From an optimization exercise on the open Yosys and OpenROAD flow, aimed at small area, a short achievable clock period and few clock cycles per item; shortcuts taken in it are not production practice.
The RTL was checked by simulation tests, not by an equivalence proof against the original design.
Power is estimated from default activity; no workload was simulated.

Setup of build 96:
==> flow/design.v <==
module pixel_frame_statistics_unit #(
    parameter int MAX_WIDTH  = 4096,
    parameter int MAX_HEIGHT = 4096
) (
    input  logic        i_clk,
    input  logic        i_rst_n,
    input  logic        i_cfg_we,
    input  logic [12:0] i_cfg_wdata,
    input  logic        i_pix_valid,
    output logic        o_pix_ready,
    input  logic [24:0] i_pix,
    output logic        o_rpt_valid,
    input  logic        i_rpt_ready,
    output logic [50:0] o_rpt
);
    logic [11:0] r_wm1;
    logic [11:0] r_col, r_row;
    logic [11:0] n_col;
    logic        r_first;               
    logic        r_ready;               
    logic        r_rep;                 
    logic [1:0]  r_kind;
    logic        r_last;                
    logic [23:0] r_bpos, r_dpos;        
    logic [23:0] r_bpix, r_dpix;        
    logic [9:0]  r_bsum, r_dsum;
    logic [23:0] r_max, r_min;          
    logic        p_valid;               
    logic [24:0] p_pix;
    logic [9:0]  p_sum;
    logic        p_wrap;                
    logic        accept, fold, taken;
    logic [9:0]  sum;
    logic        upd_b, upd_d;
    logic [2:0]  upd_max, upd_min;
    assign o_pix_ready = r_ready || (r_last && i_rpt_ready);
    assign accept      = i_pix_valid && o_pix_ready;
    assign fold        = p_valid;
    assign taken       = r_rep && i_rpt_ready;
    assign o_rpt_valid = r_rep;
    assign o_rpt       = {r_kind, r_bpos, r_bpix, r_last};
    function automatic logic gt_tree(input logic [15:0] a, input logic [15:0] b, input int n);
        logic [15:0] g, e;
        for (int i = 0; i < 16; i++) begin
            g[i] = (i < n) && a[i] && !b[i];
            e[i] = (i >= n) || !(a[i] ^ b[i]);
        end
        for (int d = 1; d < 16; d = d * 2) begin
            for (int i = 0; i + d < 16; i = i + 2 * d) begin
                g[i] = g[i + d] || (e[i + d] && g[i]);
                e[i] = e[i + d] && e[i];
            end
        end
        gt_tree = g[0];
    endfunction
    always_comb begin : b_sum
        logic [7:0] x, y, z;
        logic [8:0] cs, cc;             
        logic [8:0] g, p, gp;
        x  = i_pix[24:17];
        y  = i_pix[16:9];
        z  = i_pix[8:1];
        cs = {1'b0, x ^ y ^ z};
        cc = {(x & y) | (x & z) | (y & z), 1'b0};
        g  = cs & cc;
        p  = cs ^ cc;
        gp = p;
        for (int d = 1; d < 9; d = d * 2) begin
            for (int i = 8; i >= d; i--) begin
                g[i]  = g[i] | (gp[i] & g[i - d]);
                gp[i] = gp[i] & gp[i - d];
            end
        end
        sum[0]   = p[0];
        sum[8:1] = p[8:1] ^ g[7:0];
        sum[9]   = g[8];
    end
    always_comb begin
        n_col = r_col;
        if (fold) begin
            if (p_pix[0] || p_wrap) n_col = '0;
            else                    n_col = r_col + 12'd1;
        end
    end
    always_ff @(posedge i_clk) begin
        p_pix  <= i_pix;
        p_sum  <= sum;
        if (fold && (p_pix[0] || p_wrap)) p_wrap <= r_wm1 == 12'd0;
        else p_wrap <= r_col >= r_wm1 || (fold && r_col + 12'd1 == r_wm1);
        if (!i_rst_n) p_valid <= 1'b0;
        else          p_valid <= accept;
    end
    always_ff @(posedge i_clk) begin
        if (!i_rst_n) begin
            r_wm1 <= 12'd639;
        end else if (i_cfg_we) begin
            if (i_cfg_wdata[12])
                r_wm1 <= 12'd4095;
            else if (i_cfg_wdata[11:0] == 12'd0)
                r_wm1 <= 12'd0;
            else
                r_wm1 <= i_cfg_wdata[11:0] - 12'd1;
        end
    end
    always_ff @(posedge i_clk) begin
        if (!i_rst_n) begin
            r_col   <= '0;
            r_row   <= '0;
            r_first <= 1'b1;
            r_ready <= 1'b1;
            r_rep   <= 1'b0;
            r_kind  <= 2'd0;
            r_last  <= 1'b0;
        end else begin
            r_col <= n_col;
            if (taken) begin
                r_kind <= r_kind + 2'd1;
                r_last <= r_kind == 2'd2;
                if (r_last) begin
                    r_rep   <= 1'b0;
                    r_ready <= 1'b1;
                end
            end
            if (accept && i_pix[0]) r_ready <= 1'b0;
            if (fold) begin
                r_first <= p_pix[0];
                if (p_pix[0]) begin
                    r_row <= '0;
                    r_rep <= 1'b1;
                end else if (p_wrap && r_row != 12'd4095) begin
                    r_row <= r_row + 12'd1;
                end
            end
        end
    end
    assign upd_b = fold && (r_first || gt_tree(16'(p_sum), 16'(r_bsum), 10));
    assign upd_d = fold && (r_first || gt_tree(16'(r_dsum), 16'(p_sum), 10));
    for (genvar i = 0; i < 3; i++) begin : g_ch
        assign upd_max[i] = fold && (r_first || gt_tree(16'(p_pix[8*i+1 +: 8]), 16'(r_max[8*i +: 8]), 8));
        assign upd_min[i] = fold && (r_first || gt_tree(16'(r_min[8*i +: 8]), 16'(p_pix[8*i+1 +: 8]), 8));
    end
    always_ff @(posedge i_clk) begin
        if (r_rep) begin
            if (i_rpt_ready) begin
                r_bpos <= r_dpos;
                r_bpix <= r_dpix;
                r_dpos <= '0;
                r_dpix <= r_max;
                r_max  <= r_min;
            end
        end else begin
            if (upd_b) begin
                r_bpos <= {r_col, r_row};
                r_bpix <= p_pix[24:1];
                r_bsum <= p_sum;
            end
            if (upd_d) begin
                r_dpos <= {r_col, r_row};
                r_dpix <= p_pix[24:1];
                r_dsum <= p_sum;
            end
            for (int i = 0; i < 3; i++) begin
                if (upd_max[i]) r_max[8*i +: 8] <= p_pix[8*i+1 +: 8];
                if (upd_min[i]) r_min[8*i +: 8] <= p_pix[8*i+1 +: 8];
            end
        end
    end
endmodule
export LEC_CHECK = 0
export ABC_AREA = 1
export CAP_MARGIN = 20
export CORE_MARGIN = 2
export CORE_UTILIZATION = 72
export CTS_BUF_LIST = sky130_fd_sc_hd__clkbuf_8
export CTS_CLUSTER_DIAMETER = 50
export CTS_CLUSTER_SIZE = 12
export PLACE_DENSITY = 0.85
export SETUP_SLACK_MARGIN = 2.5
export SLEW_MARGIN = 20
export TNS_END_PERCENT = 10
create_clock -name core_clock -period 4.5 [get_ports {i_clk}]
standard.sh (not shown) runs the stock make flow with config.mk's settings and CLKGATE_MAP_FILE= SYNTH_SCRIPT=/design/flow/synth_recipe.tcl, a recipe that flattens the netlist after the stock synthesis.
==> flow/flow/run.sh <==
#!/bin/bash
# The standard layout (the standard.sh, standard synthesis unchanged), with
# one change: the port buffers that placement inserts are sky130_fd_sc_hd__buf_2
# cells instead of the delay cells buffer_ports picks by default. Every input and
# output port still gets its own buffer; the resizer may still resize them.
set -euo pipefail
export BUFFER_PORTS_ARGS="-buffer_cell sky130_fd_sc_hd__buf_2"
bash standard.sh finish > standard_make.log 2>&1
Testbench counts of build 96, summed over its fixed seeds: cycles 32,511, pixels 31,687.
Edits applied to the flow inputs when going from build 96 to build 5:
# build 96
export LEC_CHECK = 0
export ABC_AREA = 1
export CAP_MARGIN = 20
export CORE_MARGIN = 2
export CORE_UTILIZATION = 72
export CTS_BUF_LIST = sky130_fd_sc_hd__clkbuf_8
export CTS_CLUSTER_DIAMETER = 50
export CTS_CLUSTER_SIZE = 12
export PLACE_DENSITY = 0.85
export SETUP_SLACK_MARGIN = 2.5
export SLEW_MARGIN = 20
export TNS_END_PERCENT = 10
create_clock -name core_clock -period 4.5 [get_ports {i_clk}]
# build 5
export LEC_CHECK = 0
export ABC_AREA = 1
export CAP_MARGIN = 20
export CORE_MARGIN = 2
export CORE_UTILIZATION = 70
export CTS_BUF_LIST = sky130_fd_sc_hd__clkbuf_8
export CTS_CLUSTER_DIAMETER = 50
export CTS_CLUSTER_SIZE = 12
export PLACE_DENSITY = 0.85
export SETUP_SLACK_MARGIN = 3.0
export SLEW_MARGIN = 20
export TNS_END_PERCENT = 10
create_clock -name core_clock -period 4.5 [get_ports {i_clk}]
==> flow/run.sh (new file) <==
#!/bin/bash
# synth_recipe.tcl (not shown) runs the flow's synth.tcl, then flattens the netlist and writes it again
# the make line also repeats each setting of config.mk as NAME=value (left out here)
make -C /OpenROAD-flow-scripts/flow DESIGN_CONFIG=/design/flow/config.mk WORK_HOME=/design/flow/orfs CLKGATE_MAP_FILE= SYNTH_SCRIPT=/design/flow/synth_recipe.tcl finish
removed: flow/flow/run.sh
removed: flow/standard.sh
--- outcome ---
Compared build 5 against build 96; layout clock buffer count within noise. Diff build 96 -> build 5: growth of design area from synthesis to finish picked up an extra 9.5 points, routed length on met1 picked up an extra 10%, wire length after detailed routing picked up an extra 19%.
### build 5 -> build 52
# build 5
export LEC_CHECK = 0
export ABC_AREA = 1
export CAP_MARGIN = 20
export CORE_MARGIN = 2
export CORE_UTILIZATION = 70
export CTS_BUF_LIST = sky130_fd_sc_hd__clkbuf_8
export CTS_CLUSTER_DIAMETER = 50
export CTS_CLUSTER_SIZE = 12
export PLACE_DENSITY = 0.85
export SETUP_SLACK_MARGIN = 3.0
export SLEW_MARGIN = 20
export TNS_END_PERCENT = 10
create_clock -name core_clock -period 4.5 [get_ports {i_clk}]
# build 52
export LEC_CHECK = 0
export ABC_AREA = 1
export CAP_MARGIN = 20
export CORE_MARGIN = 2
export CORE_UTILIZATION = 65
export CTS_BUF_LIST = sky130_fd_sc_hd__clkbuf_8
export CTS_CLUSTER_DIAMETER = 50
export CTS_CLUSTER_SIZE = 12
export PLACE_DENSITY = 0.8
export SETUP_SLACK_MARGIN = 3.0
export SLEW_MARGIN = 20
export TNS_END_PERCENT = 10
create_clock -name core_clock -period 4.5 [get_ports {i_clk}]
==> flow/flow/run.sh (new file) <==
#!/bin/bash
# The standard layout (the standard.sh, standard synthesis unchanged), with
# one change: the port buffers that placement inserts are sky130_fd_sc_hd__buf_2
# cells instead of the delay cells buffer_ports picks by default. Every input and
# output port still gets its own buffer; the resizer may still resize them.
set -euo pipefail
export BUFFER_PORTS_ARGS="-buffer_cell sky130_fd_sc_hd__buf_2"
bash standard.sh finish > standard_make.log 2>&1
==> flow/standard.sh (new file) <==
#!/bin/bash
# synth_recipe.tcl (not shown) runs the flow's synth.tcl, then flattens the netlist and writes it again
# the make line also repeats each setting of config.mk as NAME=value (left out here)
make -C /OpenROAD-flow-scripts/flow DESIGN_CONFIG=/design/flow/config.mk WORK_HOME=/design/flow/orfs CLKGATE_MAP_FILE= SYNTH_SCRIPT=/design/flow/synth_recipe.tcl "${@:-finish}"
removed: flow/run.sh
Notes after the runs:
- Having completed the whole flow, build 52 delivered a layout that passed the timing, DRC and antenna checks.
- NOTE: reg2reg setup slack in build 52 exceeds that of build 5
- Build 52 has initial standard-cell utilization of the core below what build 5 had.
- STATUS area inside the core boundary: build 52 loses against build 5
- Build 5 → build 52: clock buffer count went down by 1; first-iteration DRC count decreased by 285 relative to the old numbers; post-route clock period utilization lost 1.9 points; minimum clock period -0.084 ns.
Input-level comparison between build 22 and build 52:
# build 52
export LEC_CHECK = 0
export ABC_AREA = 1
export CAP_MARGIN = 20
export CORE_MARGIN = 2
export CORE_UTILIZATION = 65
export CTS_BUF_LIST = sky130_fd_sc_hd__clkbuf_8
export CTS_CLUSTER_DIAMETER = 50
export CTS_CLUSTER_SIZE = 12
export PLACE_DENSITY = 0.8
export SETUP_SLACK_MARGIN = 3.0
export SLEW_MARGIN = 20
export TNS_END_PERCENT = 10
create_clock -name core_clock -period 4.5 [get_ports {i_clk}]
# build 22
export LEC_CHECK = 0
export ABC_AREA = 1
export CAP_MARGIN = 20
export CORE_MARGIN = 2
export CORE_UTILIZATION = 65
export CTS_BUF_LIST = sky130_fd_sc_hd__clkbuf_16
export CTS_CLUSTER_DIAMETER = 80
export CTS_CLUSTER_SIZE = 20
export PLACE_DENSITY = 0.8
export SETUP_SLACK_MARGIN = 2.5
export SLEW_MARGIN = 20
export TNS_END_PERCENT = 10
create_clock -name core_clock -period 4.5 [get_ports {i_clk}]
[summary]
- Between build 52 and build 22, the flow reports first-pass GRT wire length decreasing by a few percent.
- In the reports for build 52 and build 22, the smaller highest clock frequency the design can meet belongs to build 22.
- Build 52 was larger in final cell area than build 22.
- Between build 22 and build 52, it is build 22 whose all-layer global routing usage is lower, by 0.85 points.
- | delay contributed by the slowest stage of the critical path | build 22 vs build 52 | 0.41 ns higher |
- Clock power (build 22 over build 52): increase, about 10%
- Measured against each other, build 52 and build 22 differ in multi-input logic cell count, the higher figure coming from build 52.
- Routed wire length for build 22 is lower than for build 52.
- Comparing build 52 and build 22, the lower hold slack is on build 52.
- Taking build 52 as the reference point, the portion of total power attributed to the clock network of build 22 rises by 2.8 points.
- Build 22 vs build 52 on final setup slack of the worst path: build 22 is the lower one.
Modified inputs, build 93 compared to build 22
# build 22
export LEC_CHECK = 0
export ABC_AREA = 1
export CAP_MARGIN = 20
export CORE_MARGIN = 2
export CORE_UTILIZATION = 65
export CTS_BUF_LIST = sky130_fd_sc_hd__clkbuf_16
export CTS_CLUSTER_DIAMETER = 80
export CTS_CLUSTER_SIZE = 20
export PLACE_DENSITY = 0.8
export SETUP_SLACK_MARGIN = 2.5
export SLEW_MARGIN = 20
export TNS_END_PERCENT = 10
create_clock -name core_clock -period 4.5 [get_ports {i_clk}]
# build 93
export LEC_CHECK = 0
export ABC_AREA = 1
export CAP_MARGIN = 20
export CORE_MARGIN = 2
export CORE_UTILIZATION = 65
export CTS_BUF_LIST = sky130_fd_sc_hd__clkbuf_16
export CTS_CLUSTER_DIAMETER = 80
export CTS_CLUSTER_SIZE = 20
export PLACE_DENSITY = 0.8
export SETUP_SLACK_MARGIN = 3.0
export SLEW_MARGIN = 20
export TNS_END_PERCENT = 10
create_clock -name core_clock -period 4.5 [get_ports {i_clk}]
## What came out
- The non-clock buffering overhead in the final layout in build 93 sits 1.1 points above the value recorded for build 22.
- Net count of the finished layout sits higher in build 93 than in build 22.
- Run comparison: build 22 worst setup path category in -> reg; build 93 worst setup path category in -> out
- Build 93 vs. build 22: post-synthesis instance area shows no meaningful change, layout-stage area growth over the synthesis result has increased, switching portion of total power up 0.75 points, number of cells after detailed placement has remained practically unchanged, synthesized cell count has remained practically unchanged.
- In the tables for build 22 and build 93, proportion of power drawn by combinational gates reads higher with build 93.
- In the flow results for build 22 and build 93, the share of total power in the clock network is larger on build 22.
- On build 93: logic depth of the worst setup path including buffers is 6 lower than what build 22 gave.
Setup changes, build 93 to build 82
==> flow/run.sh (new file) <==
#!/bin/bash
# synth_recipe.tcl (not shown) runs the flow's synth.tcl, then flattens the netlist and writes it again
# the make line also repeats each setting of config.mk as NAME=value (left out here)
make -C /OpenROAD-flow-scripts/flow DESIGN_CONFIG=/design/flow/config.mk WORK_HOME=/design/flow/orfs CLKGATE_MAP_FILE= SYNTH_SCRIPT=/design/flow/synth_recipe.tcl finish
removed: flow/flow/run.sh
removed: flow/standard.sh
[summary]
- Looking at the reports, build 82 completed the entire flow and the layout it produced met the timing, DRC and antenna checks.
- The run with more setup slack is build 93; build 82 has less.
- Taking build 93 as the reference, in build 82 multi-input logic area has increased, routed wire length has increased, highest net fanout along the worst path has decreased.
- Changes observed in build 82 relative to build 93: cell-internal power rose 3.1%, multi-input gate share of total cell area moved down.

## static timing again, ports no longer ideal
The results above use ideal ports. As a check the final layouts listed here were re-extracted and re-timed, cells and wires unchanged.
Step 1 sets driving cells, clkbuf_16 on the clock port and buf_2 on the other inputs (assumed; they add their load-dependent delay and slew).
Step 2 also shifts input and output timing later by t, the mid clock arrival at the registers, as if the neighbouring blocks saw the same clock.
Three values: ideal, step 1, step 2; two values: the first two.
run	t, ns	slack for setup (ns)	worst setup path at the end	latest minus earliest clock arrival (ns)
build 96	0.574	2.098 / 2.098 / 1.563	input to register	0.020 / 0.020
build 5	0.591	2.116 / 2.110 / 1.519	input to register	0.019 / 0.020
build 52	0.584	2.199 / 2.163 / 1.641	input to register	0.022 / 0.022
build 22	0.518	2.117 / 2.117 / 1.599	input to register	0.022 / 0.022
build 93	0.530	2.172 / 2.140 / 1.688	input to register	0.016 / 0.016
build 82	0.528	2.121 / 2.120 / 1.597	input to register	0.017 / 0.017
After both steps setup and hold are still met in every run listed. The setup slack of build 5, which loses most, moves by -0.006 ns with the drivers and by -0.597 ns with both steps.
